This is an optimization exercise on Yosys and OpenROAD, whose aim is small area, a short achievable clock period and few clock cycles per item, not a production implementation. Power figures rest on the tool's default switching activity, not on a simulated workload.

==> flow/design.v <==
package nand_cpu_pkg;
    localparam int ADDR_WIDTH = 16;
    localparam int DATA_SIZE = 8;
    localparam int MEM_TRANS_SIZE = 16;
    typedef logic [ADDR_WIDTH-1:0] addr_t;
    typedef logic [DATA_SIZE-1:0] instr_t;
    typedef logic [MEM_TRANS_SIZE-1:0] beat_t;
endpackage
module fetch_top (
    input logic clk,
    input logic n_rst,
    output logic instr_valid,
    input logic instr_ready,
    output nand_cpu_pkg::instr_t instr_data,
    output nand_cpu_pkg::addr_t instr_pc,
    input logic branch_valid,
    input nand_cpu_pkg::addr_t branch_target,
    output logic mem_req,
    output logic [12:0] mem_addr,
    input logic mem_ack,
    input logic [15:0] mem_data
);
    nand_cpu_pkg::addr_t pc;      
    logic out_valid;
    nand_cpu_pkg::instr_t out_data;
    logic [14:0] nf;              
    logic req;                    
    logic act;                    
    logic [1:0] beat;             
    logic stale;                  
    logic [15:0] fifo [2];
    logic rptr, wptr;
    logic ne;                     
    logic full;                   
    logic [1:0] cnt;              
    logic need, nxt0, beat_in, pop, keep, push, push_need, issue, restart;
    nand_cpu_pkg::beat_t head;
    nand_cpu_pkg::addr_t pc_next;
    assign mem_req = req;
    assign mem_addr = nf[14:2];
    assign instr_valid = out_valid;
    assign instr_pc = pc;
    assign instr_data = out_data;
    assign pc_next = branch_valid ? branch_target :
                     (out_valid && instr_ready) ? pc + 1'b1 : pc;
    assign need = !out_valid || instr_ready;
    assign nxt0 = out_valid ^ pc[0];
    assign rptr = pc[1] ^ (out_valid && pc[0]);
    assign wptr = nf[0];
    assign head = fifo[rptr];
    assign cnt = nf[1:0] - {pc[2] ^ (out_valid && pc[1] && pc[0]), rptr};
    assign ne = !stale && (cnt != 2'd0);
    assign full = !stale && cnt[1];
    assign beat_in = act && !stale && (beat == nf[1:0]);
    assign pop = need && ne && nxt0;
    assign keep = beat_in && (!full || pop);
    assign push_need = ne ? (!full || nxt0) : !nxt0;
    assign push = beat_in && (need ? push_need : !full);
    assign issue = !req && (!act || beat == 2'd3);
    assign restart = issue && (branch_valid || stale);
    always_ff @(posedge clk) begin
        if (!n_rst) begin
            pc <= '0;
            out_valid <= 1'b0;
            req <= 1'b0;
            act <= 1'b0;
            stale <= 1'b1;
        end else begin
            pc <= pc_next;
            out_valid <= !branch_valid && ((out_valid && !instr_ready) || ne || beat_in);
            if (req && mem_ack) begin
                req <= 1'b0;
                act <= 1'b1;
            end else if (act && beat == 2'd3) begin
                act <= 1'b0;
            end
            if (issue) begin
                req <= 1'b1;
            end
            stale <= !issue && (stale || branch_valid);
        end
    end
    always_ff @(posedge clk) begin
        if (act) begin
            beat <= beat + 1'b1;
        end else begin
            beat <= '0;
        end
        if (restart || keep) begin
            nf <= restart ? pc_next[15:1] : nf + 1'b1;
        end
        if (need) begin
            if (ne) begin
                out_data <= nxt0 ? head[15:8] : head[7:0];
            end else begin
                out_data <= nxt0 ? mem_data[15:8] : mem_data[7:0];
            end
        end
        if (push) begin
            fifo[wptr] <= mem_data;
        end
    end
endmodule
==> flow/config.mk <==
export PLATFORM = sky130hd
export DESIGN_NAME = fetch_top
export DESIGN_NICKNAME = fetch_top
export VERILOG_FILES = /design/flow/design.v
export SDC_FILE = /design/flow/constraint.sdc
export NUM_CORES = 4
export LEC_CHECK = 0
export ABC_CLOCK_PERIOD_IN_PS = 2500
export CAP_MARGIN = 20
export CORE_MARGIN = 2
export CORE_UTILIZATION = 40
export PLACE_DENSITY = 0.6
export SETUP_SLACK_MARGIN = 4.2
export SLEW_MARGIN = 20
==> flow/constraint.sdc <==
create_clock -name core_clock -period 6.5 [get_ports {clk}]
set_input_delay 1.3000 -clock core_clock [delete_from_list [all_inputs] [get_ports {clk}]]
set_output_delay 1.3000 -clock core_clock [all_outputs]
set_load 0.01 [all_outputs]
standard.sh (not shown) runs the stock make flow with config.mk's settings and CLKGATE_MAP_FILE= SYNTH_SCRIPT=/design/flow/synth_recipe.tcl, a recipe that flattens the netlist after the stock synthesis.
==> flow/flow/run.sh <==
#!/bin/bash
# The standard layout, with the smallest buffer (buf_1) on every input and
# output port instead of the one buffer_ports picks by default.
set -euo pipefail
export BUFFER_PORTS_ARGS="-buffer_cell sky130_fd_sc_hd__buf_1"
bash standard.sh > standard_flow.log 2>&1
The starting point finished with timing, DRC and antenna clean.
==> next run, changes <==
--- a/flow/design.v
+++ b/flow/design.v
@@ -26,34 +26,29 @@
     logic [14:0] nf;              
     logic req;                    
     logic act;                    
     logic [1:0] beat;             
     logic stale;                  
     logic [15:0] fifo [2];
-    logic rptr, wptr;
+    logic rptr, wptr;             
     logic ne;                     
     logic full;                   
-    logic [1:0] cnt;              
     logic need, nxt0, beat_in, pop, keep, push, push_need, issue, restart;
     nand_cpu_pkg::beat_t head;
-    nand_cpu_pkg::addr_t pc_next;
+    nand_cpu_pkg::addr_t pc_next, pc_hold;
     assign mem_req = req;
     assign mem_addr = nf[14:2];
     assign instr_valid = out_valid;
     assign instr_pc = pc;
     assign instr_data = out_data;
-    assign pc_next = branch_valid ? branch_target :
-                     (out_valid && instr_ready) ? pc + 1'b1 : pc;
+    assign pc_hold = branch_valid ? branch_target : pc;
+    assign pc_next = (out_valid && instr_ready && !branch_valid) ? pc + 1'b1 : pc_hold;
     assign need = !out_valid || instr_ready;
     assign nxt0 = out_valid ^ pc[0];
-    assign rptr = pc[1] ^ (out_valid && pc[0]);
-    assign wptr = nf[0];
     assign head = fifo[rptr];
-    assign cnt = nf[1:0] - {pc[2] ^ (out_valid && pc[1] && pc[0]), rptr};
-    assign ne = !stale && (cnt != 2'd0);
-    assign full = !stale && cnt[1];
+    assign wptr = rptr ^ (ne && !full);
     assign beat_in = act && !stale && (beat == nf[1:0]);
     assign pop = need && ne && nxt0;
     assign keep = beat_in && (!full || pop);
     assign push_need = ne ? (!full || nxt0) : !nxt0;
     assign push = beat_in && (need ? push_need : !full);
     assign issue = !req && (!act || beat == 2'd3);
@@ -62,12 +57,14 @@
         if (!n_rst) begin
             pc <= '0;
             out_valid <= 1'b0;
             req <= 1'b0;
             act <= 1'b0;
             stale <= 1'b1;
+            ne <= 1'b0;
+            full <= 1'b0;
         end else begin
             pc <= pc_next;
             out_valid <= !branch_valid && ((out_valid && !instr_ready) || ne || beat_in);
             if (req && mem_ack) begin
                 req <= 1'b0;
                 act <= 1'b1;
@@ -75,22 +72,32 @@
                 act <= 1'b0;
             end
             if (issue) begin
                 req <= 1'b1;
             end
             stale <= !issue && (stale || branch_valid);
+            if (branch_valid) begin
+                ne <= 1'b0;
+                full <= 1'b0;
+            end else if (push != pop) begin
+                ne <= push || full;
+                full <= push && ne;
+            end
         end
     end
     always_ff @(posedge clk) begin
         if (act) begin
             beat <= beat + 1'b1;
         end else begin
             beat <= '0;
         end
         if (restart || keep) begin
-            nf <= restart ? pc_next[15:1] : nf + 1'b1;
+            nf <= restart ? pc_hold[15:1] : nf + 1'b1;
+        end
+        if (pop) begin
+            rptr <= !rptr;
         end
         if (need) begin
             if (ne) begin
                 out_data <= nxt0 ? head[15:8] : head[7:0];
             end else begin
                 out_data <= nxt0 ? mem_data[15:8] : mem_data[7:0];
Outcome: Worst hold slack is better by 4.3 ps; flip-flop and latch count rises by 4; cell count rises by 10%; combinational power falls by 15%; utilization falls by 2.6 points; final area rises by 3.8%; power rises by 3.4%; maximum frequency rises by 4.0%; sequential power rises by about 2%; clock power rises by 20%.
No run of this note included a check of the RTL's function; only the layout flow was run.

[static timing again, ports no longer ideal]
No port has a modelled driver above. Below, the same layouts with a new extraction and two added sets of constraints.
Step 1 (the two cells are an assumption about what drives the block):
set clk [get_ports {clk}]
set_driving_cell -lib_cell sky130_fd_sc_hd__clkbuf_16 $clk
set_driving_cell -lib_cell sky130_fd_sc_hd__buf_2 [delete_from_list [all_inputs] $clk]
Step 2 moves the port delays by t, midway between the first and last clock arrival at a register: inputs arrive t later, outputs are due t later. That takes back most of the time a late clock gives input paths.
Three values: ideal ports, drivers, drivers and shift; two values: the first two.
| run | shift t [ns] | setup WS [ns] | worst data-port slew with drivers (ns) | pins driven straight from the clock port |
|---|---|---|---|---|
| the first run | 0.371 | 4.146 / 4.123 / 3.752 | 0.07 | 1 |
| the second run | 0.380 | 4.236 / 4.202 / 3.824 | 0.07 | 1 |
After both steps setup and hold are still met in every run listed. For the second run, which loses most, drivers alone change the setup slack by -0.034 ns; drivers and shift together by -0.412 ns.
